Context: an optimization exercise on an open-source flow, tuned for small area. The choices shown serve that exercise and are no tape-out recipe. RTL that was checked went through simulation tests only; none was proved equivalent to the original. The RTL of run 5 was laid out without a check of its function. Power figures rest on the tool's default switching activity, not on a simulated workload.

File: flow/design.v
module dcache #(
  parameter int IDX_W = 3
) (
  input  logic        CLK,
  input  logic        nRST,
  input  logic        halt,
  input  logic        dmemREN,
  input  logic        dmemWEN,
  input  logic [31:0] dmemaddr,
  input  logic [31:0] dmemstore,
  output logic        dhit,
  output logic [31:0] dmemload,
  output logic        flushed,
  output logic        dREN,
  output logic        dWEN,
  output logic [31:0] daddr,
  output logic [31:0] dstore,
  input  logic [31:0] dload,
  input  logic        dwait
);
  localparam int SETS  = 1 << IDX_W;
  localparam int TAG_W = 29 - IDX_W;
  logic                r_w, r_f, r_h, r_r;
  logic                n_w, n_f, n_h, n_r;
  logic [IDX_W-1:0]    r_fidx;
  logic [SETS-1:0]     r_valid;
  logic [SETS-1:0]     r_dirty;
  logic [TAG_W-1:0]    r_tag   [SETS];
  logic [31:0]         r_word0 [SETS];
  logic [31:0]         r_word1 [SETS];
  logic                w_idle, w_done, w_fchk, w_fl1;
  logic [IDX_W-1:0]    w_idx;
  logic [TAG_W-1:0]    w_tag_rd;
  logic [SETS-1:0]     w_oh8;
  logic [2*SETS-1:0]   w_oh16, w_we16;
  logic [SETS-1:0]     w_wetag;
  logic [SETS/2-1:0]   w_pre4;
  logic [1:0]          w_wsel;
  logic                w_vd, w_hit, w_sthit, w_miss, w_last;
  logic                w_rsel, w_wr, w_tagwr;
  logic [31:0]         w_wdata;
  logic                w_unused;
  assign w_unused = &{1'b0, dmemaddr[1:0]};
  assign w_idle = ~(r_w | r_f | r_r);
  assign w_done = r_f & r_h & ~r_w;
  assign w_fchk = r_f & ~r_h & ~r_w;
  assign w_fl1  = r_f & r_h & r_w;
  assign w_last = &r_fidx;
  assign w_idx    = r_f ? r_fidx : dmemaddr[2+IDX_W:3];
  assign w_vd     = |(w_oh8 & r_valid & r_dirty);
  assign w_rsel   = w_idle ? dmemaddr[2] : r_h;
  always_comb begin
    for (int i = 0; i < SETS/2; i++) w_pre4[i] = (w_idx[IDX_W-1:1] == i);
  end
  for (genvar i = 0; i < SETS; i++) begin : g_dec
    if (i % 2 == 0) begin : g_even
      dcache_and2 u_d (.a(w_pre4[i/2]), .b(~w_idx[0]), .y(w_oh8[i]));
    end else begin : g_odd
      dcache_and2 u_d (.a(w_pre4[i/2]), .b(w_idx[0]),  .y(w_oh8[i]));
    end
  end
  assign w_wsel = {w_wr & w_rsel, w_wr & ~w_rsel};
  for (genvar i = 0; i < SETS; i++) begin : g_sel
    dcache_and2 u_r0 (.a(w_oh8[i]), .b(~w_rsel),   .y(w_oh16[2*i]));
    dcache_and2 u_r1 (.a(w_oh8[i]), .b(w_rsel),    .y(w_oh16[2*i + 1]));
    dcache_and2 u_w0 (.a(w_oh8[i]), .b(w_wsel[0]), .y(w_we16[2*i]));
    dcache_and2 u_w1 (.a(w_oh8[i]), .b(w_wsel[1]), .y(w_we16[2*i + 1]));
    dcache_and2 u_wt (.a(w_oh8[i]), .b(w_tagwr),   .y(w_wetag[i]));
  end
  for (genvar b = 0; b < TAG_W; b++) begin : g_tag_rd
    logic [SETS-1:0] col;
    for (genvar i = 0; i < SETS; i++) begin : g_i
      assign col[i] = r_tag[i][b];
    end
    dcache_rd8 u_rd (.oh(w_oh8), .d(col), .q(w_tag_rd[b]));
  end
  for (genvar b = 0; b < 32; b++) begin : g_word_rd
    logic [2*SETS-1:0] col;
    for (genvar i = 0; i < SETS; i++) begin : g_i
      assign col[2*i]     = r_word0[i][b];
      assign col[2*i + 1] = r_word1[i][b];
    end
    dcache_rd16 u_rd (.oh(w_oh16), .d(col), .q(dmemload[b]));
  end
  assign dstore = dmemload;
  assign w_hit   = w_idle & ~halt & (dmemREN | dmemWEN) &
                   (|(w_oh8 & r_valid)) & (w_tag_rd == dmemaddr[31:3+IDX_W]);
  assign w_miss  = w_idle & ~halt & (dmemREN | dmemWEN) & ~w_hit;
  assign w_sthit = w_hit & dmemWEN;
  assign dhit    = w_hit;
  assign dREN    = r_r;
  assign dWEN    = r_w;
  assign flushed = w_done;
  assign daddr   = {w_tag_rd, w_idx, r_h, 2'b00};
  always_comb begin
    {n_w, n_f, n_h, n_r} = {r_w, r_f, r_h, r_r};
    if (w_idle) begin
      if (halt)        {n_w, n_f, n_h, n_r} = 4'b0100;
      else if (w_miss) {n_w, n_f, n_h, n_r} = w_vd ? 4'b1000 : 4'b0001;
    end else if (w_fchk) begin
      if (w_vd)        {n_w, n_f, n_h, n_r} = 4'b1100;
      else if (w_last) {n_w, n_f, n_h, n_r} = 4'b0110;
    end else if (!w_done && !dwait) begin
      if (!r_h)        n_h = 1'b1;                           
      else if (r_r)    {n_w, n_f, n_h, n_r} = 4'b0000;       
      else if (!r_f)   {n_w, n_f, n_h, n_r} = 4'b0001;       
      else             {n_w, n_f, n_h, n_r} = w_last ? 4'b0110 : 4'b0100;  
    end
  end
  always_ff @(posedge CLK or negedge nRST) begin
    if (!nRST) {r_w, r_f, r_h, r_r} <= 4'b0000;
    else       {r_w, r_f, r_h, r_r} <= {n_w, n_f, n_h, n_r};
  end
  always_ff @(posedge CLK) begin
    if (!r_f)                                  r_fidx <= '0;
    else if ((w_fchk & ~w_vd) | (w_fl1 & ~dwait)) r_fidx <= r_fidx + 1'b1;
  end
  assign w_wr    = r_r | w_sthit;
  assign w_wdata = ~(r_r ? dload : dmemstore);    
  assign w_tagwr = (w_miss & ~w_vd) | (r_w & r_h & ~r_f & ~dwait);
  always_ff @(posedge CLK or negedge nRST) begin
    if (!nRST) r_valid <= '0;
    else       r_valid <= r_valid | w_wetag;
  end
  always_ff @(posedge CLK) begin
    for (int i = 0; i < SETS; i++) begin
      if (w_oh8[i] & w_wr)  r_dirty[i] <= ~r_r;
      if (w_wetag[i])       r_tag[i]   <= dmemaddr[31:3+IDX_W];
      if (w_we16[2*i])      r_word0[i] <= w_wdata;
      if (w_we16[2*i + 1])  r_word1[i] <= w_wdata;
    end
  end
endmodule
module dcache_and2 (
  input  logic a, b,
  output logic y
);
  assign y = a & b;
endmodule
module dcache_aoi222 (
  input  logic a0, a1, b0, b1, c0, c1,
  output logic y
);
  assign y = ~((a0 & a1) | (b0 & b1) | (c0 & c1));
endmodule
module dcache_nand2 (
  input  logic a, b,
  output logic y
);
  assign y = ~(a & b);
endmodule
module dcache_nand4 (
  input  logic [3:0] a,
  output logic       y
);
  assign y = ~&a;
endmodule
module dcache_and6 (
  input  logic [5:0] a,
  output logic       y
);
  assign y = &a;
endmodule
module dcache_rd8 (
  input  logic [7:0] oh,
  input  logic [7:0] d,
  output logic       q
);
  logic [3:0] t;
  dcache_aoi222 u0 (.a0(oh[0]), .a1(d[0]), .b0(oh[1]), .b1(d[1]), .c0(oh[2]), .c1(d[2]), .y(t[0]));
  dcache_aoi222 u1 (.a0(oh[3]), .a1(d[3]), .b0(oh[4]), .b1(d[4]), .c0(oh[5]), .c1(d[5]), .y(t[1]));
  dcache_nand2  u2 (.a(oh[6]), .b(d[6]), .y(t[2]));
  dcache_nand2  u3 (.a(oh[7]), .b(d[7]), .y(t[3]));
  dcache_nand4  u4 (.a(t), .y(q));
endmodule
module dcache_rd16 (
  input  logic [15:0] oh,
  input  logic [15:0] d,
  output logic        q
);
  logic [5:0] t;
  dcache_aoi222 u0 (.a0(oh[0]),  .a1(d[0]),  .b0(oh[1]),  .b1(d[1]),  .c0(oh[2]),  .c1(d[2]),  .y(t[0]));
  dcache_aoi222 u1 (.a0(oh[3]),  .a1(d[3]),  .b0(oh[4]),  .b1(d[4]),  .c0(oh[5]),  .c1(d[5]),  .y(t[1]));
  dcache_aoi222 u2 (.a0(oh[6]),  .a1(d[6]),  .b0(oh[7]),  .b1(d[7]),  .c0(oh[8]),  .c1(d[8]),  .y(t[2]));
  dcache_aoi222 u3 (.a0(oh[9]),  .a1(d[9]),  .b0(oh[10]), .b1(d[10]), .c0(oh[11]), .c1(d[11]), .y(t[3]));
  dcache_aoi222 u4 (.a0(oh[12]), .a1(d[12]), .b0(oh[13]), .b1(d[13]), .c0(oh[14]), .c1(d[14]), .y(t[4]));
  dcache_nand2  u5 (.a(oh[15]), .b(d[15]), .y(t[5]));
  dcache_and6   u6 (.a(t), .y(q));
endmodule
File: flow/flow/run.sh
#!/bin/bash
# Standard ORFS layout with: small port buffers; drivers of high-fanout
# enable/select nets sized before placement (flow/presize.tcl); a clock tree
# built from small clock buffers without dummy loads. ORFS writes each
# tool's full log under orfs/logs/; the make output goes to flow_make.log.
set -euo pipefail
export BUFFER_PORTS_ARGS="-buffer_cell sky130_fd_sc_hd__buf_1"
export PRE_GLOBAL_PLACE_TCL="$PWD/flow/presize.tcl"
export CTS_ARGS="-sink_clustering_enable -repair_clock_nets -dont_use_dummy_load -root_buf sky130_fd_sc_hd__clkbuf_4 -buf_list {sky130_fd_sc_hd__clkbuf_4} -sink_clustering_size 10 -sink_clustering_max_diameter 50"
bash standard.sh finish > flow_make.log 2>&1
File: flow/flow/presize.tcl
set n_up 0
set n_down 0
foreach inst [[ord::get_db_block] getInsts] {
  set m [[$inst getMaster] getName]
  if {![regexp {^sky130_fd_sc_hd__([a-z0-9]+)_([0-9]+)$} $m -> fn drive]} { continue }
  if {[regexp {^(df|edf|sdf|dl|clk|buf|conb|tap|fill|decap|diode|ha|fa)} $fn]} { continue }
  set fo 0
  foreach it [$inst getITerms] {
    if {[$it isOutputSignal] && [$it getNet] != "NULL"} {
      set fo [expr {[llength [[$it getNet] getITerms]] - 1}]
    }
  }
  if {$fn == "and2" && $fo >= 12 && $drive != 4} {
    replace_cell [$inst getName] sky130_fd_sc_hd__and2_4
    incr n_up
  } elseif {$drive > 1 && $fo <= 4} {
    set small sky130_fd_sc_hd__${fn}_1
    if {[llength [get_lib_cells -quiet $small]] > 0} {
      replace_cell [$inst getName] $small
      incr n_down
    }
  }
}
puts "presize: $n_up drivers sized up, $n_down gates sized down"
File: flow/standard.sh
#!/bin/bash
# synth_recipe.tcl (not shown) runs the flow's synth.tcl, then flattens the netlist and writes it again
# the make line also repeats each setting of config.mk as NAME=value (left out here)
make -C /OpenROAD-flow-scripts/flow DESIGN_CONFIG=/design/flow/config.mk WORK_HOME=/design/flow/orfs CLKGATE_MAP_FILE= SYNTH_SCRIPT=/design/flow/synth_recipe.tcl "${@:-finish}"
File: flow/config.mk
export PLATFORM = sky130hd
export DESIGN_NAME = dcache
export DESIGN_NICKNAME = dcache
export VERILOG_FILES = /design/flow/design.v
export SDC_FILE = /design/flow/constraint.sdc
export NUM_CORES = 4
export LEC_CHECK = 0
export CAP_MARGIN = 5
export CORE_MARGIN = 2
export CORE_UTILIZATION = 60
export PLACE_DENSITY = 0.7
export SLEW_MARGIN = 5
export SYNTH_HIERARCHICAL = 1
export SYNTH_MINIMUM_KEEP_SIZE = 0
File: flow/constraint.sdc
create_clock -name core_clock -period 12.0 [get_ports {CLK}]
set_input_delay 2.4000 -clock core_clock [delete_from_list [all_inputs] [get_ports {CLK}]]
set_output_delay 2.4000 -clock core_clock [all_outputs]
set_load 0.01 [all_outputs]
==> impl_results.md, run 1 <==
* Outcome: no timing/DRC/antenna violations
* Total Routing Usage GR at 26.36%
* Worst reg2reg startpoint: r_f$_DFFE_PN0P_
* Most frequent cells in the layout: 728 x edfxtp_1, 212 x a222oi_1, 197 x buf_1
* Hold path cells at 1
* Die Wd at 216.5 um
* EDFF count, synth at 728
* CTS Buf Count at 84
* Syn Std Cell Area at 27100 sq um
* Hold Crit Class: flop to flop
* Post CTS Setup Buffer Count at 0
* Worst path bufs/invs at 4
* Placed cell count at 2158
* Non-filler cells, final at 2245
* #FFs+latches synth at 743
* Max Root-Sink Buffers at 3
* Yosys top cell area share at 80.67%
* Worst clock skew at 95.81 ps
* Hold path start: r_valid[2]$_DFF_PN0_
* Initial core utilization at 61.01%
* CP peak stage delay at 460 ps
* Setup crit end kind: primary output
* DP HPWL at 30370 um
* Hold slack at 502.0 ps
* Vias per std cell at 6.722
* Power after layout at 6761 uW
* DRT Pass-1 Iters at 6
* Congestion Overflow GR at 0
* CTS clock-pin slew for the worst setup and hold paths at 100 ps
* CP max stage cell: a222oi_1
* P&R area growth vs syn at 7.110%
* Pin count of the biggest net entering global routing at 40
* IO Pins at 202
* Die height at 216.5 um
* Crit path cell chain: buf_1 -> mux2i_1 -> inv_1 -> and2_4 -> a222oi_1 -> nand4_1 -> xor2_1 -> nor4_1 -> nand4_1 -> a2111oi_1 -> buf_4 -> nand2_1 -> nor2_1 -> buf_1
* Synth Area per Inst at 19.25 sq um
* Tmin final at 8178 ps
* Setup crit start kind: input pin
* PortBufs at 197
* Hold Path End: r_valid[2]$_DFF_PN0_
* Drc violations at 0
* Leak at 0.008850 uW
* Kind of critical path: input pin to primary output
* First-pass GRT wire length at 90610 um
* Final Cycle Share at 68.15%
* Via count at 15090
* Die Footprint at 46880 sq um
* GPL Wtd Cong at 0.7376
* Max-slew headroom at the worst pin at 13.88%
* Final hold violations at 0
* Worst slew pin tran at 1256 ps
* Initial antenna violation count at 2
* Core Region at 44410 sq um
* Row cnt at 77
* Clock latency on the worst-skew pair at 820 ps
* Worst Path Arrival at 5780 ps
* Final Net Count at 1757
* Synth top area cells: edfxtp_1 81%, a222oi_1 7.8%, nand2_1 1.7%
* Max Cap Viol at 0
* Post-cts gate resize count at 0
* Yosys warns at 10
* Post-CTS Hold Fix Bufs at 0
* RSZ-0062 raised after global routing: no
* Commonest register cell after synthesis: edfxtp_1
* Setup TNS Final at 0 ps
* Maximum VDD drop at 0.0002448 V
* Number of global-route vias before repair at 15060
* Crit path required time at 9600 ps
* Seq/Total Area, Yosys at 82.00%
* Final setup vio count at 0
* Root Driver: clkbuf_4
* Ys async rst share at 1.615%
* Slew Viols, Final at 0
* Maximum fanout along the worst path at 34
* Sink Count at 743
* Post-synthesis cell type count at 41
* Fmax at 0.1223 GHz
* R2R setup slack at 6600 ps
* Share of cells above drive strength 1 at 8.480%
* WL final at 62020 um
* Power Density at 232.9 nW/um^2
* Post-route ant nets at 0
* Most common cell after layout, fill and taps aside: edfxtp_1
* Worst reg2reg path depth at 13
* Post-Syn Instances at 1408
* Post-route setup slack at 3822 ps
* TritonCTS clock tree: yes
* Worst r2r dst: r_word0[1][26]$_DFFE_PP_
* Worst path top cell family by delay: simple AND/OR/NAND/NOR gates
* Pre-CTS setup slack at 3805 ps
* CTS H-tree lvls at 3
* Synth area leader: edfxtp_1
* Post-DR wirelength/cell at 27.63 um
* Iteration-0 DRC Markers at 2358
logic make-up after synthesis:
kind of cell    after synthesis  synth area share [%]
fa+ha+maj                     2               0.09233
simple gates                307                 5.628
mux                          39                 1.459
other cells                   1               0.01384
xor+xnor                     27                0.8726
buf+inv                      49                 1.196
flops                       743                 82.00
compound gates              240                 8.736
cells in the mapped netlist (2+ instances only):
library cell / instances
edfxtp_1: 728
a222oi_1: 212
nand2_1: 122
nand4_1: 61
and2_1: 48
nor2_1: 46
mux2i_1: 38
buf_4: 36
xor2_1: 22
dfrtp_1: 12
nor2b_1: 9
or2_2: 8
inv_1: 7
a31oi_1: 5
and3_1: 5
xnor2_1: 5
buf_2: 4
o21ai_0: 4
a221oi_1: 3
dfxtp_1: 3
nor4_1: 3
o22ai_1: 3
o31ai_1: 3
a22o_1: 2
ha_1: 2
nor4_2: 2
modules after synthesis (local to each module, per instance), a selection:
module         cell area, sq um  copies in the design  flip-flops and latches  cells
dcache_and6               13.76                    32                       0      3
dcache_aoi222             10.01                   212                       0      1
dcache                    23760                     1                     743    942
dcache_and2               6.256                    48                       0      1
dcache_nand4              6.256                    26                       0      1
dcache_nand2              3.754                    84                       0      1
how the worst max path moves through the flow:
stage,from,end,slack (ps),depth (start not counted)
after global routing,dmemaddr[3],dhit,3600,14
after detailed placement,dmemaddr[3],dhit,3800,14
after global placement,dmemaddr[3],dhit,3890,14
after floorplan,dmemaddr[4],dhit,4570,12
after CTS,dmemaddr[3],dhit,3780,14
final,dmemaddr[3],dhit,3820,14
state kept, by name, indices dropped and copies added (netlist names):
register and cells:
r_f 1, r_r 1, r_valid 8, r_w 1, r_word1 256, r_dirty 8, r_tag 208, r_word0 256
r_h 1, r_fidx 3
per-layer routing:
metal | up-vias | global-route usage (%) | routed length (um)
met2 | 890 | 43.91 | 30470
met4 | 0 | 8.904 | 1604
met5 | - | 0 | 0
met3 | 114 | 5.670 | 6678
met1 | 7552 | 34.94 | 23270
li1 | 6534 | - | -
through the flow:
step           area, sq um  utilization, %
2_1_floorplan        27100               -
4_1_cts              29010           65.31
3_3_place_gp         28370           63.89
5_1_grt              29030           65.35
6_report             29030           65.35
3_5_place_dp         28370           63.89
final cells by class:
type	instances	area, sq um
repair buffers	200	762.0
fillers	3077	15390
multi-input cells	617	4638
diodes	2	5.005
clock buffers	84	630.6
well taps	592	740.7
inverters	7	26.28
flip-flops and latches	743	22220
report_power, final:
part	internal (uW)	switching (uW)
clock	323	725
combinational	809	1780
sequential	3080	42.6
==> inputs of run 2 (changes only) <==
--- a/flow/design.v
+++ b/flow/design.v
@@ -157,7 +157,13 @@
 endmodule
-module dcache_and6 (
-  input  logic [5:0] a,
+module dcache_nand3 (
+  input  logic [2:0] a,
   output logic       y
 );
-  assign y = &a;
+  assign y = ~&a;
+endmodule
+module dcache_aoi211 (
+  input  logic a0, a1, b, c,
+  output logic y
+);
+  assign y = ~((a0 & a1) | b | c);
 endmodule
@@ -180,3 +186,4 @@
 );
-  logic [5:0] t;
+  logic [4:0] t;
+  logic [1:0] n;
   dcache_aoi222 u0 (.a0(oh[0]),  .a1(d[0]),  .b0(oh[1]),  .b1(d[1]),  .c0(oh[2]),  .c1(d[2]),  .y(t[0]));
@@ -186,4 +193,5 @@
   dcache_aoi222 u4 (.a0(oh[12]), .a1(d[12]), .b0(oh[13]), .b1(d[13]), .c0(oh[14]), .c1(d[14]), .y(t[4]));
-  dcache_nand2  u5 (.a(oh[15]), .b(d[15]), .y(t[5]));
-  dcache_and6   u6 (.a(t), .y(q));
+  dcache_nand3  u5 (.a(t[2:0]), .y(n[0]));
+  dcache_nand2  u6 (.a(t[3]), .b(t[4]), .y(n[1]));
+  dcache_aoi211 u7 (.a0(oh[15]), .a1(d[15]), .b(n[0]), .c(n[1]), .y(q));
 endmodule
--- a/flow/flow/presize.tcl
+++ b/flow/flow/presize.tcl
@@ -15,3 +15,3 @@
     incr n_up
-  } elseif {$drive > 1 && $fo <= 4} {
+  } elseif {$drive > 1 && $fo <= 10} {
     set small sky130_fd_sc_hd__${fn}_1
==> run 2 against run 1 <==
Still clean. Area after synthesis grew 0.44%. Non-clock buffer count rose by 2. Design area shrank 0.14%. Register-to-register slack lost 630 ps. Worst setup slack got worse by 570 ps. First-iteration DRC count rose by 5.2%. Final cell count shrank 0.98%. Die area grew 0.43%. Synthesized cell count down 2.3%. Worst hold slack better by 5.0 ps. Via count down 0.97%. Critical path type unchanged. Critical endpoint unchanged.
==> impl_results.md, run 2 <==
* Drc violations at 0
* Root Driver: clkbuf_4
* Syn Std Cell Area at 27220 sq um
* Number of global-route vias before repair at 14770
* Post-route ant nets at 0
* Post-DR wirelength/cell at 27.78 um
* Vias per std cell at 6.722
* Yosys warns at 10
* Max-slew headroom at the worst pin at 11.42%
* Most frequent cell after synthesis: edfxtp_1
* Ys async rst share at 1.615%
* Multi-input gate area at 4568 sq um
* DP HPWL at 30250 um
* CTS clock-pin slew for the worst setup and hold paths at 110 ps
* Placed inst area at 28320 sq um
* Sink Count at 743
* Worst clock skew at 106.0 ps
* Post-cts gate resize count at 0
* Most common cell after layout, fill and taps aside: edfxtp_1
* Post-synthesis cell type count at 42
* Yosys top cell area share at 80.32%
* Post-CTS Hold Fix Bufs at 0
* Maximum VDD drop at 0.0001748 V
* PortBufs at 197
* First-pass GRT wire length at 90000 um
* Power after layout at 6766 uW
* Final hold violations at 0
* Share of cells above drive strength 1 at 8.693%
* Outcome: no timing/DRC/antenna violations
* Fmax at 0.1143 GHz
* Crit path cell chain: buf_1 -> mux2i_1 -> inv_1 -> and2_4 -> a222oi_1 -> nand4_1 -> xor2_1 -> nor4_1 -> nand4_1 -> a2111oi_1 -> nand2_1 -> nor2_1 -> buf_1
* Initial antenna violation count at 2
* Initial core utilization at 60.37%
* Core Region at 45090 sq um
* Worst Path Arrival at 6350 ps
* Worst path top cell family by delay: simple AND/OR/NAND/NOR gates
* Most frequent cells in the layout: 728 x edfxtp_1, 212 x a222oi_1, 197 x buf_1
* Max Root-Sink Buffers at 3
* Final Cycle Share at 72.94%
* Synth area leader: edfxtp_1
* Slew Viols, Final at 0
* Worst path bufs/invs at 3
* Hold slack at 507.0 ps
* #FFs+latches synth at 743
* Die height at 217.0 um
* DRT Pass-1 Iters at 8
* Iteration-0 DRC Markers at 2480
* EDFF count, synth at 728
* Pin count of the biggest net entering global routing at 41
* Fillcell total at 3183
* Register area at 22220 sq um
* Setup TNS Final at 0 ps
* Commonest register cell after synthesis: edfxtp_1
* Largest regs: r_word0: 256 flops, r_word1: 256 flops, r_tag: 208 flops
* Top cells by count, synth: 728 x edfxtp_1, 212 x a222oi_1, 90 x nand2_1
* Final Instance Area at 28990 sq um
* Kind of critical path: input pin to primary output
* Setup crit end kind: primary output
* Setup crit start kind: input pin
* Tmin final at 8752 ps
* P&R area growth vs syn at 6.491%
* Worst slew pin tran at 1292 ps
* Die Footprint at 47080 sq um
* Final setup vio count at 0
* Synth top area cells: edfxtp_1 80%, a222oi_1 7.8%, a211oi_2 1.5%
* CTS H-tree lvls at 3
* GPL Wtd Cong at 0.7447
* Maximum fanout along the worst path at 34
* Via count at 14940
* Leak at 0.008865 uW
* RSZ-0062 raised after global routing: no
* Hold Crit Class: flop to flop
* Seq/Total Area, Yosys at 81.64%
* Post CTS Setup Buffer Count at 0
* IO Pins at 202
* WL final at 61760 um
* Die Wd at 217.0 um
* TritonCTS clock tree: yes
* Power Density at 233.4 nW/um^2
* Total Routing Usage GR at 26.19%
* Synth Area per Inst at 19.78 sq um
* CP max stage cell: a2111oi_1
* Final Net Count at 1728
* Row cnt at 78
* CTS Buf Count at 85
* CP peak stage delay at 860 ps
* Crit path required time at 9600 ps
* Post-Syn Instances at 1376
* Clock latency on the worst-skew pair at 820 ps
* Congestion Overflow GR at 0
* Max Cap Viol at 0
* Final core utilization at 64.29%
-- run 2: power breakdown --
group	internal (uW)	leakage, uW	total, uW	switching, uW
Clock	326	0.000391	1050	725
Sequential	3080	0.00672	3120	41.3
Combinational	821	0.00176	2590	1770
Total	4230	0.00887	6770	2540
-- run 2: worst paths after layout --
kind                                 startpoint                       end  slack (ps)  depth (start not counted)
min reg2reg                r_valid[0]$_DFF_PN0_      r_valid[0]$_DFF_PN0_         510                          1
max                                 dmemaddr[3]                      dhit        3250                         13
min                        r_valid[0]$_DFF_PN0_      r_valid[0]$_DFF_PN0_         510                          1
max reg2reg                     r_f$_DFFE_PN0P_  r_word1[4][31]$_DFFE_PP_        5970                         13
min in group asynchronous                  nRST           r_f$_DFFE_PN0P_        1580                          1
max in group asynchronous                  nRST           r_r$_DFFE_PN0P_        9990                          1
-- run 2: modules after synthesis, one instance, submodules excluded, a selection --
module	copies in the design	area (sq um)
dcache_aoi211	32	12.51
dcache_nand3	32	5.005
dcache_and2	48	6.256
dcache_nand2	84	3.754
dcache	1	23760
dcache_aoi222	212	10.01
dcache_nand4	26	6.256
-- run 2: per-stage QoR --
stage               instances  setup WS [ps]
global route             2223           3040
global placement         2135           3348
finish                   2223           3248
CTS                      2220           3173
detailed placement       2135           3207
floorplan                1377           4568
-- run 2: cells by family (layout without fill, tap and decap cells) --
logic type               Yosys count  in the layout  synth area share (%)
AO/OA/AOI/OAI                    272            272                 10.17
XOR/XNOR                          27             27                0.8688
adder cells (fa/ha/maj)            2              2               0.09192
buffers and inverters             49            294                 1.191
flip-flops                       743            743                 81.64
multiplexers                      39             39                 1.453
other                              1              3               0.01378
AND/OR/NAND/NOR                  243            243                 4.574
-- run 2: per-layer routing --
metal | up-vias | track usage (%) | wire length, um
li1 | 6470 | - | -
met1 | 7500 | 35.75 | 23500
met2 | 843 | 42.65 | 30080
met3 | 128 | 5.437 | 6426
met4 | 2 | 8.950 | 1734
met5 | - | 0 | 12
-- run 2: area by class of cell --
cell class | count | share of cell area, %
Timing Repair Buffer | 202 | 2.681
Sequential cell | 743 | 76.67
Antenna cell | 1 | 0.008633
Tap cell | 600 | 2.590
Multi-Input combinational cell | 585 | 15.76
Inverter | 7 | 0.09065
Clock buffer | 85 | 2.202
==> inputs of run 3 (changes only) <==
--- a/flow/flow/presize.tcl
+++ b/flow/flow/presize.tcl
@@ -12,4 +12,4 @@
   }
-  if {$fn == "and2" && $fo >= 12 && $drive != 4} {
-    replace_cell [$inst getName] sky130_fd_sc_hd__and2_4
+  if {$fn == "and2" && $fo >= 12 && $drive != 2} {
+    replace_cell [$inst getName] sky130_fd_sc_hd__and2_2
     incr n_up
==> run 3 against run 2 <==
Critical path depth rose by 1. Clock skew is 34 ps lower. Final cell count about the same. Die area unchanged. Via count increased by 0.85%. Worst setup slack got worse by 93 ps. Global-route usage grew 0.23 points. Critical path type unchanged. Largest cell class unchanged. Largest power group unchanged.
==> impl_results.md, run 3 <==
* Fillcell total at 3160
* Die Wd at 217.0 um
* Post-CTS Hold Fix Bufs at 0
* Final hold violations at 0
* Slew Viols, Final at 0
* DP HPWL at 30100 um
* Most frequent cells in the layout: 728 x edfxtp_1, 212 x a222oi_1, 197 x buf_1
* WL final at 61750 um
* Clock latency on the worst-skew pair at 820 ps
* Fmax at 0.1130 GHz
* Placed cell count at 2136
* PortBufs at 197
* Setup TNS Final at 0 ps
* Crit path required time at 9600 ps
* Kind of critical path: input pin to primary output
* Post-DR wirelength/cell at 27.76 um
* Worst clock skew at 72.29 ps
* Internal power at 4207 uW
* Non-filler cells, final at 2224
* Post-route setup slack at 3154 ps
* DRT Pass-1 Iters at 9
* Setup crit end kind: primary output
* Comb power frac at 38.0%
* RSZ-0062 raised after global routing: no
* First-pass GRT wire length at 91000 um
* Maximum fanout along the worst path at 34
* CTS Buf Count at 85
* Yosys warns at 10
* Max Root-Sink Buffers at 3
* Hold slack at 506.7 ps
* Final setup vio count at 0
* IO Pins at 202
* Hold Crit Class: flop to flop
* Synth Area per Inst at 19.78 sq um
* Tmin final at 8846 ps
* Crit. Startpoint: dmemaddr[5]
* Worst slew pin tran at 1369 ps
* Synth area leader: edfxtp_1
* Congestion Overflow GR at 0
* Final core utilization at 64.15%
* Maximum VDD drop at 0.0001676 V
* Outcome: no timing/DRC/antenna violations
* Most common cell after layout, fill and taps aside: edfxtp_1
* CTS clock-pin slew for the worst setup and hold paths at 100 ps
* Setup crit start kind: input pin
* Final Net Count at 1728
* Worst reg2reg startpoint: r_f$_DFFE_PN0P_
* Commonest register cell after synthesis: edfxtp_1
* P&R area growth vs syn at 6.266%
* Core Region at 45090 sq um
* Drc violations at 0
* Sequential share of power at 46.3%
* #FFs+latches synth at 743
* Max-slew headroom at the worst pin at 6.154%
* Post-cts gate resize count at 0
* Post-Syn Instances at 1376
* Clock power share at 15.7%
* Number of global-route vias before repair at 14940
* Die height at 217.0 um
* Synth top area cells: edfxtp_1 80%, a222oi_1 7.8%, a211oi_2 1.5%
* Top cells by count, synth: 728 x edfxtp_1, 212 x a222oi_1, 90 x nand2_1
* Die Footprint at 47080 sq um
* Power Density at 233.1 nW/um^2
* TritonCTS clock tree: yes
* Pre-CTS setup slack at 3167 ps
* Vias per std cell at 6.776
* EDFF count, synth at 728
* Worst Path Arrival at 6450 ps
* Syn Std Cell Area at 27220 sq um
* Via count at 15070
* Share of cells above drive strength 1 at 8.631%
* Seq/Total Area, Yosys at 81.64%
* Pin count of the biggest net entering global routing at 41
* Sink Count at 743
* Max Cap Viol at 0
* Total Routing Usage GR at 26.42%
* Hold path start: r_valid[3]$_DFF_PN0_
* GPL Wtd Cong at 0.7209
* Largest regs: r_word0: 256 flops, r_word1: 256 flops, r_tag: 208 flops
* Ys async rst share at 1.615%
* Most frequent cell after synthesis: edfxtp_1
* Switching part of the total at 37.61%
* Post CTS Setup Buffer Count at 0
* Post-synthesis cell type count at 42
* Switching power of the nets at 2536 uW
* CTS H-tree lvls at 3
* Row cnt at 78
* Leak at 0.008832 uW
* Root Driver: clkbuf_4
* Yosys top cell area share at 80.32%
* Post-route ant nets at 0
* Final Cycle Share at 73.72%
* Initial core utilization at 60.37%
* Initial antenna violation count at 1
* Iteration-0 DRC Markers at 2536
run 3: path summary, 6_finish.rpt:
path	endpoint	slack, ps	depth (start not counted)
worst min register to register	r_valid[3]$_DFF_PN0_	510	1
worst max register to register	r_word0[5][21]$_DFFE_PP_	5620	14
min in group asynchronous	r_valid[4]$_DFF_PN0_	1560	1
max in group asynchronous	r_r$_DFFE_PN0P_	10000	1
worst min-delay path	r_valid[3]$_DFF_PN0_	510	1
worst max-delay path	dhit	3150	14
run 3: cells by family (layout without fill, tap and decap cells):
group,after synthesis,count (layout),share of synthesized area (%)
AOI/OAI and AO/OA,272,272,10.17
xor gates and xnor gates,27,27,0.8688
adders and majority gates,2,2,0.09192
buffers and inverters,49,294,1.191
DFF,743,743,81.64
muxes,39,39,1.453
other,1,4,0.01378
and+or+nand+nor,243,243,4.574
run 3: Yosys stat by module, one instance, submodules excluded, a selection:
module | times used | area (sq um)
dcache_aoi211 | 32 | 12.51
dcache | 1 | 23760
dcache_nand2 | 84 | 3.754
dcache_nand3 | 32 | 5.005
dcache_aoi222 | 212 | 10.01
dcache_nand4 | 26 | 6.256
dcache_and2 | 48 | 6.256
run 3: critical path, stage by stage:
cell,delay [ps]
buf_1,70
mux2i_1,250
inv_1,120
nor2_1,120
and2_2,730
a222oi_1,250
nand4_1,170
xor2_1,90
nor4_1,520
nand4_1,270
a2111oi_1,970
nand2_1,120
nor2_1,150
buf_1,180
run 3: through the flow:
stage	instance area (sq um)	power, uW
after detailed placement	28270	5744
final	28920	6743
after global routing	28920	7094
after global placement	28270	5712
after floorplan	27220	5089
after CTS	28910	6777
run 3: area by class of cell:
type / count / area [sq um] / share of cell area [%]
inverter: 7 / 26.28 / 0.09084
tap: 600 / 750.7 / 2.595
multi-input combinational: 585 / 4504 / 15.57
clock buffer: 85 / 638.1 / 2.206
sequential: 743 / 22220 / 76.83
timing repair buffer: 202 / 777.0 / 2.686
antenna: 2 / 5.005 / 0.01730
run 3: routing by layer:
layer / part of all wire (%) / track usage, %
met1: 38 / 36.18
met2: 47 / 42.18
met3: 12 / 5.940
met4: 3.1 / 9.817
met5: 0 / 0
run 3: power groups by stage:
stage	logic (uW)	registers (uW)	clock network, uW
2_1_floorplan	1930	3160	0
3_3_place_gp	2540	3170	0
3_5_place_dp	2560	3180	0
4_1_cts	2570	3120	1090
5_1_grt	2790	3130	1180
6_report	2560	3120	1060
==> inputs of run 4 (changes only) <==
--- a/flow/config.mk
+++ b/flow/config.mk
@@ -9,4 +9,4 @@
 export CORE_MARGIN = 2
-export CORE_UTILIZATION = 60
-export PLACE_DENSITY = 0.7
+export CORE_UTILIZATION = 70
+export PLACE_DENSITY = 0.8
 export SLEW_MARGIN = 5
==> run 4 against run 3 <==
Still clean on timing, DRC and antenna. Sequential power is essentially flat. Register-to-register slack is essentially flat. Routed wire length shrank 0.91%. Critical path type unchanged. Via count grew 0.40%. Die area shrank 14%. Synthesized cell count is the same. Critical path depth shrank 1. Final cell count shrank 3.5%.
==> impl_results.md, run 4 <==
* Yosys top cell area share at 80.32%
* Setup crit start kind: input pin
* Hold Path End: r_valid[0]$_DFF_PN0_
* Post-cts gate resize count at 0
* GPL Wtd Cong at 0.7457
* Synth top area cells: edfxtp_1 80%, a222oi_1 7.8%, a211oi_2 1.5%
* Maximum fanout along the worst path at 34
* Synth Area per Inst at 19.78 sq um
* Commonest register cell after synthesis: edfxtp_1
* Largest regs: r_word0: 256 flops, r_word1: 256 flops, r_tag: 208 flops
* IO Pins at 202
* CTS clock-pin slew for the worst setup and hold paths at 100 ps
* Initial antenna violation count at 2
* Post CTS Setup Buffer Count at 0
* DRT Pass-1 Iters at 7
* RSZ-0062 raised after global routing: no
* Worst slew pin tran at 1251 ps
* Row cnt at 72
* Leak at 0.008858 uW
* Core Region at 38560 sq um
* Final Net Count at 1733
* Synth area leader: edfxtp_1
* Max Root-Sink Buffers at 3
* Clock latency on the worst-skew pair at 810 ps
* Hold path cells at 1
* Worst reg2reg startpoint: r_f$_DFFE_PN0P_
* Number of global-route vias before repair at 15490
* Post-CTS Hold Fix Bufs at 0
* Setup crit end kind: primary output
* R2R setup slack at 5620 ps
* Worst clock skew at 96.20 ps
* Worst reg2reg path depth at 13
* Max Cap Viol at 0
* Most frequent cell after synthesis: edfxtp_1
* CTS Buf Count at 85
* Share of cells above drive strength 1 at 8.912%
* Congestion Overflow GR at 0
* Final Cycle Share at 73.24%
* Syn Std Cell Area at 27220 sq um
* Most frequent cells in the layout: 728 x edfxtp_1, 212 x a222oi_1, 197 x buf_1
* DP HPWL at 30740 um
* PortBufs at 197
* Seq/Total Area, Yosys at 81.64%
* Drc violations at 0
* Final core utilization at 74.85%
* TritonCTS clock tree: yes
* Max-slew headroom at the worst pin at 14.19%
* Sink Count at 743
* Crit path required time at 9600 ps
* Die Footprint at 40480 sq um
* Yosys warns at 10
* Die Wd at 201.2 um
* Via count at 15130
* Fmax at 0.1138 GHz
* Outcome: no timing/DRC/antenna violations
* Maximum VDD drop at 0.0002112 V
* Setup TNS Final at 0 ps
* Pin count of the biggest net entering global routing at 41
* Initial core utilization at 70.59%
* Die height at 201.2 um
* Ys async rst share at 1.615%
* First-pass GRT wire length at 90330 um
* CTS H-tree lvls at 3
* Post-route ant nets at 0
* Root Driver: clkbuf_4
* Post-synthesis cell type count at 42
* P&R area growth vs syn at 6.026%
* Slew Viols, Final at 0
* Tmin final at 8789 ps
* Most common cell after layout, fill and taps aside: edfxtp_1
* #FFs+latches synth at 743
* Hold path start: r_valid[0]$_DFF_PN0_
* Post-Syn Instances at 1376
* Power Density at 233.9 nW/um^2
* Post-DR wirelength/cell at 28.50 um
* Worst r2r dst: r_word0[6][1]$_DFFE_PP_
* Vias per std cell at 7.048
* EDFF count, synth at 728
* Kind of critical path: input pin to primary output
* Hold Crit Class: flop to flop
* Top cells by count, synth: 728 x edfxtp_1, 212 x a222oi_1, 90 x nand2_1
* Final setup vio count at 0
* Worst Path Arrival at 6390 ps
* WL final at 61190 um
* Final hold violations at 0
* Total Routing Usage GR at 30.40%
* Iteration-0 DRC Markers at 2500
[run 4: cell counts after synthesis]
Identical to the previous run, type by type.
[run 4: cell type report]
type / instances / area (sq um)
fillers: 2296 / 9698
multi-input cells: 585 / 4504
diodes: 2 / 5.005
inverters: 7 / 26.28
clock buffers: 85 / 638.1
flip-flops and latches: 743 / 22220
well taps: 518 / 648.1
repair buffers: 207 / 814.5
[run 4: per-layer routing]
metal  share of wire [%]  vias up  GRT usage, %  wire length [um]
li1                    -     6488             -                 -
met1                  35     7380         39.67             21540
met2                  49     1077         49.65             29970
met3                  12      186         6.868              7227
met4                 4.0        0         14.21              2449
met5                   0        -             0                 0
[run 4: critical path: stages]
cell and delay, ps:
buf_1 80, mux2i_1 270, inv_1 140, and2_2 450
a222oi_1 470, nand4_1 230, xor2_1 190, nor4_1 450
nand4_1 320, a2111oi_1 940, nand2_1 120, nor2_1 130
buf_1 180
[run 4: per-module statistics from Yosys, one instance, submodules excluded, excerpt]
module | cells inside | flops+latches | times used
dcache | 942 | 743 | 1
dcache_nand4 | 1 | 0 | 26
dcache_nand2 | 1 | 0 | 84
dcache_nand3 | 1 | 0 | 32
dcache_and2 | 1 | 0 | 48
dcache_aoi211 | 1 | 0 | 32
dcache_aoi222 | 1 | 0 | 212
[run 4: how the worst max path moves through the flow]
stage	from	endpoint	slack (ps)	depth (start not counted)
final	dmemaddr[3]	dhit	3210	13
after global placement	dmemaddr[3]	dhit	3290	13
after floorplan	dmemaddr[4]	dhit	4570	12
after detailed placement	dmemaddr[3]	dhit	3270	13
after global routing	dmemaddr[3]	dhit	3010	13
after CTS	dmemaddr[3]	dhit	3250	13
[run 4: through the flow]
stage	total power, uW	area [sq um]	setup slack (ps)	hold WS, ps	cells
global route	7076	28860	3009	538.6	2147
floorplan	5089	27220	4568	451.8	1377
global placement	5674	28200	3290	461.9	2059
detailed placement	5756	28200	3266	469.3	2059
finish	6751	28860	3211	492.8	2147
CTS	6762	28840	3245	492.6	2144
[run 4: kinds of logic after synthesis]
logic type | after synthesis | synth area share (%)
AO/OA/AOI/OAI | 272 | 10.17
XOR/XNOR | 27 | 0.8688
adder cells (fa/ha/maj) | 2 | 0.09192
buffers and inverters | 49 | 1.191
flip-flops | 743 | 81.64
multiplexers | 39 | 1.453
other | 1 | 0.01378
AND/OR/NAND/NOR | 243 | 4.574
[run 4: where the power goes]
group          switching [uW]  leakage (uW)  internal, uW
Clock                     719      0.000391           326
Combinational            1770       0.00175           810
Sequential               41.8       0.00672          3080
==> inputs of run 5 (changes only) <==
--- a/flow/design.v
+++ b/flow/design.v
@@ -151,7 +151,7 @@
 endmodule
-module dcache_nand4 (
-  input  logic [3:0] a,
-  output logic       y
+module dcache_aoi22 (
+  input  logic a0, a1, b0, b1,
+  output logic y
 );
-  assign y = ~&a;
+  assign y = ~((a0 & a1) | (b0 & b1));
 endmodule
@@ -174,8 +174,7 @@
 );
-  logic [3:0] t;
+  logic [2:0] t;
   dcache_aoi222 u0 (.a0(oh[0]), .a1(d[0]), .b0(oh[1]), .b1(d[1]), .c0(oh[2]), .c1(d[2]), .y(t[0]));
   dcache_aoi222 u1 (.a0(oh[3]), .a1(d[3]), .b0(oh[4]), .b1(d[4]), .c0(oh[5]), .c1(d[5]), .y(t[1]));
-  dcache_nand2  u2 (.a(oh[6]), .b(d[6]), .y(t[2]));
-  dcache_nand2  u3 (.a(oh[7]), .b(d[7]), .y(t[3]));
-  dcache_nand4  u4 (.a(t), .y(q));
+  dcache_aoi22  u2 (.a0(oh[6]), .a1(d[6]), .b0(oh[7]), .b1(d[7]), .y(t[2]));
+  dcache_nand3  u3 (.a(t), .y(q));
 endmodule
--- a/flow/config.mk
+++ b/flow/config.mk
@@ -9,4 +9,4 @@
 export CORE_MARGIN = 2
-export CORE_UTILIZATION = 70
-export PLACE_DENSITY = 0.8
+export CORE_UTILIZATION = 60
+export PLACE_DENSITY = 0.7
 export SLEW_MARGIN = 5
==> run 5 against run 4 <==
Maximum frequency grew 2.3%. Critical path depth grew 1. Critical endpoint unchanged. Flip-flop and latch count did not move. Worst hold slack gained 1.3 ps. Still clean. Sequential power about the same. Register-to-register slack better by 200 ps. Sequential share of layout area is 0.20 points lower.
==> impl_results.md, run 5 <==
* Final Net Count at 1707
* GR peak layer: met2
* CP peak stage delay at 910 ps
* Fillcell total at 3159
* Largest family of logic cells by synthesized area: compound AO/OA/AOI/OAI gates
* Kind of critical path: input pin to primary output
* Die height at 217.4 um
* Complex-gate fraction of the synthesized area at 11.32%
* Outcome: no timing/DRC/antenna violations
* Hold slack at 494.0 ps
* Top cells by count, synth: 728 x edfxtp_1, 212 x a222oi_1, 59 x nand3_1
* Worst clock skew at 78.56 ps
* Post-DR wirelength/cell at 28.09 um
* Synth Area in Adders at 0.09161%
* Core Region at 45190 sq um
* IO Pins at 202
* Final Cycle Share at 71.59%
* Post-synthesis cell type count at 43
* DRT Pass-1 Iters at 7
* Area share of and/or/nand/nor cells after synthesis at 3.724%
* Internal power at 4226 uW
* Comb power frac at 38.4%
* Die Footprint at 47250 sq um
* Final hold violations at 0
* Max Cap Viol at 0
* PortBufs at 197
* WL final at 61850 um
* First-pass GRT wire length at 91070 um
* Worst path bufs/invs at 4
* Commonest register cell after synthesis: edfxtp_1
* Row cnt at 78
* CTS H-tree lvls at 3
* Fmax at 0.1164 GHz
* CTS clock-pin slew for the worst setup and hold paths at 90 ps
* Syn Std Cell Area at 27320 sq um
* Post-Syn Instances at 1350
* Crit path cell chain: buf_1 -> mux2i_1 -> inv_1 -> and2_2 -> buf_4 -> a222oi_1 -> nand3_1 -> xor2_1 -> nor4_1 -> nand4_1 -> a2111oi_1 -> nand2_1 -> nor2_1 -> buf_1
* Post CTS Setup Buffer Count at 0
* Total Routing Usage GR at 26.45%
* Worst path top cell family by delay: simple AND/OR/NAND/NOR gates
* Crit path required time at 9600 ps
* Hold Crit Class: flop to flop
* Sink Count at 743
* Placed inst area at 28280 sq um
* Final Instance Area at 28930 sq um
* Most frequent cell after synthesis: edfxtp_1
* Switching power of the nets at 2555 uW
* Met2 GRT Util at 42.97%
* Final setup vio count at 0
* Pin count of the biggest net entering global routing at 41
* Ys async rst share at 1.615%
* Multiplexer share of the synthesized area at 1.447%
* Maximum fanout along the worst path at 34
* Synth Area per Inst at 20.23 sq um
* Setup crit start kind: input pin
* Post-cts gate resize count at 0
* Initial core utilization at 60.45%
* Post-route setup slack at 3409 ps
* Vias per std cell at 6.773
* Tmin final at 8591 ps
* GPL Wtd Cong at 0.7418
* Max-slew headroom at the worst pin at 12.23%
* Share of cells above drive strength 1 at 9.182%
* P&R area growth vs syn at 5.923%
* Leak at 0.008866 uW
* Congestion Overflow GR at 0
* Seq/Total Area, Yosys at 81.35%
* Setup TNS Final at 0 ps
* CP most frequent cell: buf_1
* Pre-CTS setup slack at 3309 ps
* Most frequent cells in the layout: 728 x edfxtp_1, 212 x a222oi_1, 197 x buf_1
* Root Driver: clkbuf_4
* EDFF count, synth at 728
* DP HPWL at 30600 um
* Synth area leader: edfxtp_1
* Drc violations at 0
* Sequential share of power at 46.0%
* Most common cell after layout, fill and taps aside: edfxtp_1
* TritonCTS clock tree: yes
* Largest regs: r_word0: 256 flops, r_word1: 256 flops, r_tag: 208 flops
* Initial antenna violation count at 1
* Met1 Use GR at 35.89%
* Worst Path Arrival at 6190 ps
* Yosys top cell area share at 80.03%
* Post-CTS Hold Fix Bufs at 0
* Worst slew pin tran at 1280 ps
* Maximum VDD drop at 0.0001820 V
* Clock power share at 15.6%
* RSZ-0062 raised after global routing: no
* Clock latency on the worst-skew pair at 810 ps
* Power Density at 234.3 nW/um^2
* Met3 GRT Util at 6.191%
* Via count at 14910
* Post-synthesis xor/xnor area fraction at 0.8657%
* CP max stage cell: a2111oi_1
* Number of global-route vias before repair at 14890
* Die Wd at 217.4 um
* Post-route ant nets at 0
* Switching part of the total at 37.68%
* Synth top area cells: edfxtp_1 80%, a222oi_1 7.8%, a211oi_2 1.5%
* Yosys warns at 10
* Max Root-Sink Buffers at 3
* Iteration-0 DRC Markers at 2525
* CTS Buf Count at 85
* Slew Viols, Final at 0
* Setup crit end kind: primary output
* #FFs+latches synth at 743
## run 5: Yosys stat by module, one instance, submodules excluded, a selection
module         cell area (sq um)  cells  times used
dcache_nand2               3.754      1          32
dcache_aoi22               12.51      1          26
dcache_nand3               5.005      1          58
dcache_and2                6.256      1          48
dcache_aoi222              10.01      1         212
dcache                     23760    942           1
dcache_aoi211              12.51      1          32
## run 5: power by group through the flow
stage | Clock (uW) | Sequential [uW] | Combinational, uW
2_1_floorplan | 0 | 3160 | 1960
3_3_place_gp | 0 | 3170 | 2550
3_5_place_dp | 0 | 3180 | 2590
4_1_cts | 1080 | 3120 | 2600
5_1_grt | 1180 | 3130 | 2840
6_report | 1050 | 3120 | 2600
## run 5: worst register-to-register path: stages (launching register included)
cell,delay (ps)
dfrtp_1,590
mux2i_1,380
inv_1,150
and2_2,200
buf_4,260
a222oi_1,390
nand3_1,210
xor2_1,190
nor4_1,440
nand4_1,270
a2111oi_1,920
a31oi_1,220
buf_4,230
nor2_1,290
and2_2,1040
## run 5: logic make-up (layout without fill, tap and decap cells)
kind of cell / count (synthesis) / in the layout
AO/OA/AOI/OAI: 298 / 298
flip-flops: 743 / 743
AND/OR/NAND/NOR: 191 / 191
XOR/XNOR: 27 / 27
adder cells (fa/ha/maj): 2 / 2
multiplexers: 39 / 39
buffers and inverters: 49 / 299
other: 1 / 3
## run 5: path summary, 6_finish.rpt
| path | from | to | slack, ps | cells past startpoint |
|---|---|---|---|---|
| worst max-delay path | dmemaddr[3] | dhit | 3410 | 14 |
| worst min-delay path | r_valid[5]$_DFF_PN0_ | r_valid[5]$_DFF_PN0_ | 490 | 1 |
| worst max register to register | r_f$_DFFE_PN0P_ | r_word0[7][4]$_DFFE_PP_ | 5820 | 14 |
| worst min register to register | r_valid[5]$_DFF_PN0_ | r_valid[5]$_DFF_PN0_ | 490 | 1 |
| max in group asynchronous | nRST | r_r$_DFFE_PN0P_ | 9840 | 1 |
| min in group asynchronous | nRST | r_valid[7]$_DFF_PN0_ | 1640 | 1 |
## run 5: metal layers
metal | wire length (um) | vias up
li1 | - | 6445
met1 | 23550 | 7480
met2 | 29890 | 871
met3 | 6841 | 118
met4 | 1567 | 0
met5 | 0 | -
## run 5: stage by stage
stage | power [uW] | std cells | utilization [%]
floorplan | 5118 | 1351 | -
global placement | 5728 | 2116 | 62.59
detailed placement | 5774 | 2116 | 62.59
CTS | 6804 | 2201 | 64.00
global route | 7155 | 2202 | 64.03
finish | 6780 | 2202 | 64.03
## run 5: final cells by class
| type | count | area [sq um] | area share, % |
|---|---|---|---|
| Tap cell | 600 | 750.7 | 2.595 |
| Inverter | 7 | 26.28 | 0.09081 |
| Antenna cell | 1 | 2.502 | 0.008649 |
| Sequential cell | 743 | 22220 | 76.80 |
| Clock buffer | 85 | 638.1 | 2.205 |
| Multi-Input combinational cell | 559 | 4479 | 15.48 |
| Timing Repair Buffer | 207 | 814.5 | 2.815 |
==> inputs of run 6 (changes only) <==
--- a/flow/design.v
+++ b/flow/design.v
@@ -118,3 +118,5 @@
   assign w_wr    = r_r | w_sthit;
-  assign w_wdata = ~(r_r ? dload : dmemstore);    
+  for (genvar b = 0; b < 32; b++) begin : g_wdata
+    dcache_aoi22 u_w (.a0(r_r), .a1(dload[b]), .b0(~r_r), .b1(dmemstore[b]), .y(w_wdata[b]));
+  end
   assign w_tagwr = (w_miss & ~w_vd) | (r_w & r_h & ~r_f & ~dwait);
--- a/flow/flow/presize.tcl
+++ b/flow/flow/presize.tcl
@@ -15,3 +15,3 @@
     incr n_up
-  } elseif {$drive > 1 && $fo <= 10} {
+  } elseif {$drive > 1 && ($fo <= 10 || ($fn == "a22oi" && $fo <= 16))} {
     set small sky130_fd_sc_hd__${fn}_1
==> run 6 against run 5 <==
Still clean on timing, DRC and antenna. Maximum frequency increased by 3.1%. Total power decreased by 17%. Clock power about the same. Critical path depth decreased by 1. Final cell count about the same. Worst setup slack improved by 250 ps. Sequential share of layout area increased by 0.29 points. Count of clock-buffer cells in the layout decreased by 1. Via count increased by 0.38%. Synthesized cell count increased by 0.15%. Global-route usage increased by 0.20 points. Worst hold slack improved by 6.0 ps. Critical path type unchanged. Highest routed layer unchanged.
==> impl_results.md, run 6 <==
* Crit path required time at 9600 ps
* Slew Viols, Final at 0
* Worst path top cell family by delay: simple AND/OR/NAND/NOR gates
* WL final at 62690 um
* Leak at 0.008888 uW
* IO Pins at 202
* GPL Wtd Cong at 0.7668
* P&R area growth vs syn at 5.019%
* Maximum VDD drop at 0.0001841 V
* Worst clock skew at 81.87 ps
* Post-cts gate resize count at 0
* Die Footprint at 47470 sq um
* Crit. Startpoint: dmemaddr[5]
* Largest regs: r_word0: 256 flops, r_word1: 256 flops, r_tag: 208 flops
* Post CTS Setup Buffer Count at 0
* Non-filler cells, final at 2200
* Max Cap Viol at 0
* Die Wd at 217.9 um
* Setup TNS Final at 0 ps
* Most frequent cells in the layout: 728 x edfxtp_1, 212 x a222oi_1, 197 x buf_1
* CTS H-tree lvls at 3
* First-pass GRT wire length at 91740 um
* Yosys warns at 10
* Worst path bufs/invs at 3
* RSZ-0062 raised after global routing: no
* Root Driver: clkbuf_4
* Total Routing Usage GR at 26.64%
* Pin count of the biggest net entering global routing at 42
* Setup crit start kind: input pin
* CTS clock-pin slew for the worst setup and hold paths at 100 ps
* Number of global-route vias before repair at 14990
* Most common cell after layout, fill and taps aside: edfxtp_1
* Post-CTS Hold Fix Bufs at 0
* Hold slack at 500.1 ps
* Row cnt at 78
* Clock latency on the worst-skew pair at 830 ps
* PortBufs at 197
* DP HPWL at 30920 um
* Tmin final at 8337 ps
* Maximum fanout along the worst path at 34
* Final Net Count at 1705
* Placed inst area at 28190 sq um
* R2R setup slack at 6150 ps
* Synth Area per Inst at 20.30 sq um
* Initial core utilization at 60.62%
* Worst reg2reg startpoint: r_f$_DFFE_PN0P_
* Kind of critical path: input pin to primary output
* Post-DR wirelength/cell at 28.49 um
* Ys async rst share at 1.615%
* Setup crit end kind: primary output
* Share of cells above drive strength 1 at 8.568%
* CP peak stage delay at 810 ps
* Top cells by count, synth: 728 x edfxtp_1, 212 x a222oi_1, 59 x nand3_1
* Synth top area cells: edfxtp_1 80%, a222oi_1 7.7%, a22oi_2 2.6%
* Synth area leader: edfxtp_1
* CP max stage cell: and2_2
* EDFF count, synth at 728
* Final Cycle Share at 69.47%
* Final Instance Area at 28830 sq um
* Worst slew pin tran at 1320 ps
* Max Root-Sink Buffers at 3
* Post-Syn Instances at 1352
* TritonCTS clock tree: yes
* Iteration-0 DRC Markers at 2455
* Max-slew headroom at the worst pin at 12.03%
* Initial antenna violation count at 1
* Power Density at 194.6 nW/um^2
* Crit path cell chain: buf_1 -> mux2i_1 -> inv_1 -> nor2_1 -> and2_2 -> a222oi_1 -> nand3_1 -> xnor2_1 -> nand4_1 -> nor4_1 -> o2111ai_1 -> nor2_1 -> buf_1
* Sink Count at 743
* Core Region at 45280 sq um
* Most frequent cell after synthesis: edfxtp_1
* Drc violations at 0
* Final core utilization at 63.66%
* Commonest register cell after synthesis: edfxtp_1
* CTS Buf Count at 84
* Die height at 217.9 um
* Yosys top cell area share at 79.64%
* Worst Path Arrival at 5940 ps
* Congestion Overflow GR at 0
* Outcome: no timing/DRC/antenna violations
* Vias per std cell at 6.805
* Via count at 14970
* Post-route ant nets at 0
* DRT Pass-1 Iters at 6
* Final setup vio count at 0
* Hold Crit Class: flop to flop
* Post-synthesis cell type count at 47
* Syn Std Cell Area at 27450 sq um
* Seq/Total Area, Yosys at 80.96%
* #FFs+latches synth at 743
* Fmax at 0.1200 GHz
* Final hold violations at 0
* Hold path start: r_valid[2]$_DFF_PN0_
* Placed cell count at 2114
-- run 6: cell types whose count changed in the layout (fill, tap and decap cells not counted), sizes merged, moves of 3 or more --
cell / before / now
nand4: 3 / 7
buf: 207 / 200
mux2i: 38 / 6
xor2: 22 / 4
a221oi: 3 / 0
nor4: 6 / 3
xnor2: 5 / 23
a22oi: 26 / 62
and2: 48 / 58
nor2b: 9 / 3
-- run 6: path summary, 6_finish.rpt --
kind | end | depth (start not counted)
worst max-delay path | dhit | 13
worst min-delay path | r_valid[2]$_DFF_PN0_ | 1
worst max register to register | r_word0[5][8]$_DFFE_PP_ | 13
worst min register to register | r_valid[2]$_DFF_PN0_ | 1
max in group asynchronous | r_r$_DFFE_PN0P_ | 1
min in group asynchronous | r_w$_DFFE_PN0P_ | 1
-- run 6: layout make-up --
type                            instances  area (sq um)
Fill cell                            3219         16460
Multi-Input combinational cell        565          4432
Tap cell                              600         750.7
Antenna cell                            1         2.502
Sequential cell                       743         22220
Timing Repair Buffer                  200         762.0
Clock buffer                           84         630.6
Inverter                                7         26.28
-- run 6: logic make-up after synthesis --
logic type | Yosys count | synth area share (%)
xor gates and xnor gates | 27 | 0.8615
muxes | 7 | 0.2735
DFF | 743 | 80.96
and+or+nand+nor | 199 | 3.934
other | 1 | 0.01366
buffers and inverters | 45 | 1.112
AOI/OAI and AO/OA | 328 | 12.76
adders and majority gates | 2 | 0.09115
-- run 6: power by group --
part	switching, uW	internal (uW)
clock	717	323
combinational	1150	555
sequential	13.5	2850
total	1880	3730
-- run 6: layer usage --
| metal | global-route usage (%) | wire length, um | part of all wire, % | up-vias |
|---|---|---|---|---|
| met5 | 0 | 0 | 0 | - |
| met4 | 10.52 | 2156 | 3.4 | 0 |
| met3 | 6.471 | 6710 | 11 | 148 |
| met2 | 43.12 | 30180 | 48 | 886 |
| met1 | 35.21 | 23640 | 38 | 7466 |
| li1 | - | - | - | 6470 |
-- run 6: metrics by stage --
stage                     power, uW  setup WS (ps)
after floorplan                4238           4297
after global placement         4615           3669
after detailed placement       4633           3606
after CTS                      5644           3601
after global routing           5890           3361
final                          5609           3663
-- run 6: per-module statistics from Yosys (local to each module, per instance), a selection --
module	flip-flops and latches	cell area (sq um)
dcache_aoi222	0	10.01
dcache_and2	0	6.256
dcache_aoi22	0	12.51
dcache_nand2	0	3.754
dcache	743	23490
dcache_nand3	0	5.005

port drivers added, routing unchanged:
The flow's constraints put no driver on any port. The routed layouts listed below were extracted and timed again, unchanged, in two steps.
Step 1 assumes that a clkbuf_16 drives the clock port and a buf_2 every other input.
Step 2 moves the port delays by t, midway between the first and last clock arrival at a register: inputs arrive t later, outputs are due t later. That takes back most of the time a late clock gives input paths.
Three values: no drivers, after step 1, after step 2; two values: the first two.
| run | t, ns | setup slack, ns | cell pins on the clock port's net |
|---|---|---|---|
| run 1 | 0.822 | 3.822 / 3.796 / 3.796 | 1 |
| run 2 | 0.813 | 3.248 / 3.227 / 3.227 | 1 |
| run 3 | 0.838 | 3.154 / 3.131 / 3.131 | 1 |
| run 4 | 0.810 | 3.211 / 3.190 / 3.190 | 1 |
| run 5 | 0.820 | 3.409 / 3.382 / 3.382 | 1 |
| run 6 | 0.837 | 3.663 / 3.635 / 3.635 | 1 |
After both steps every run listed still meets setup and hold. The setup slack of run 6, which loses most, moves by -0.028 ns with the drivers and by -0.028 ns with both steps.
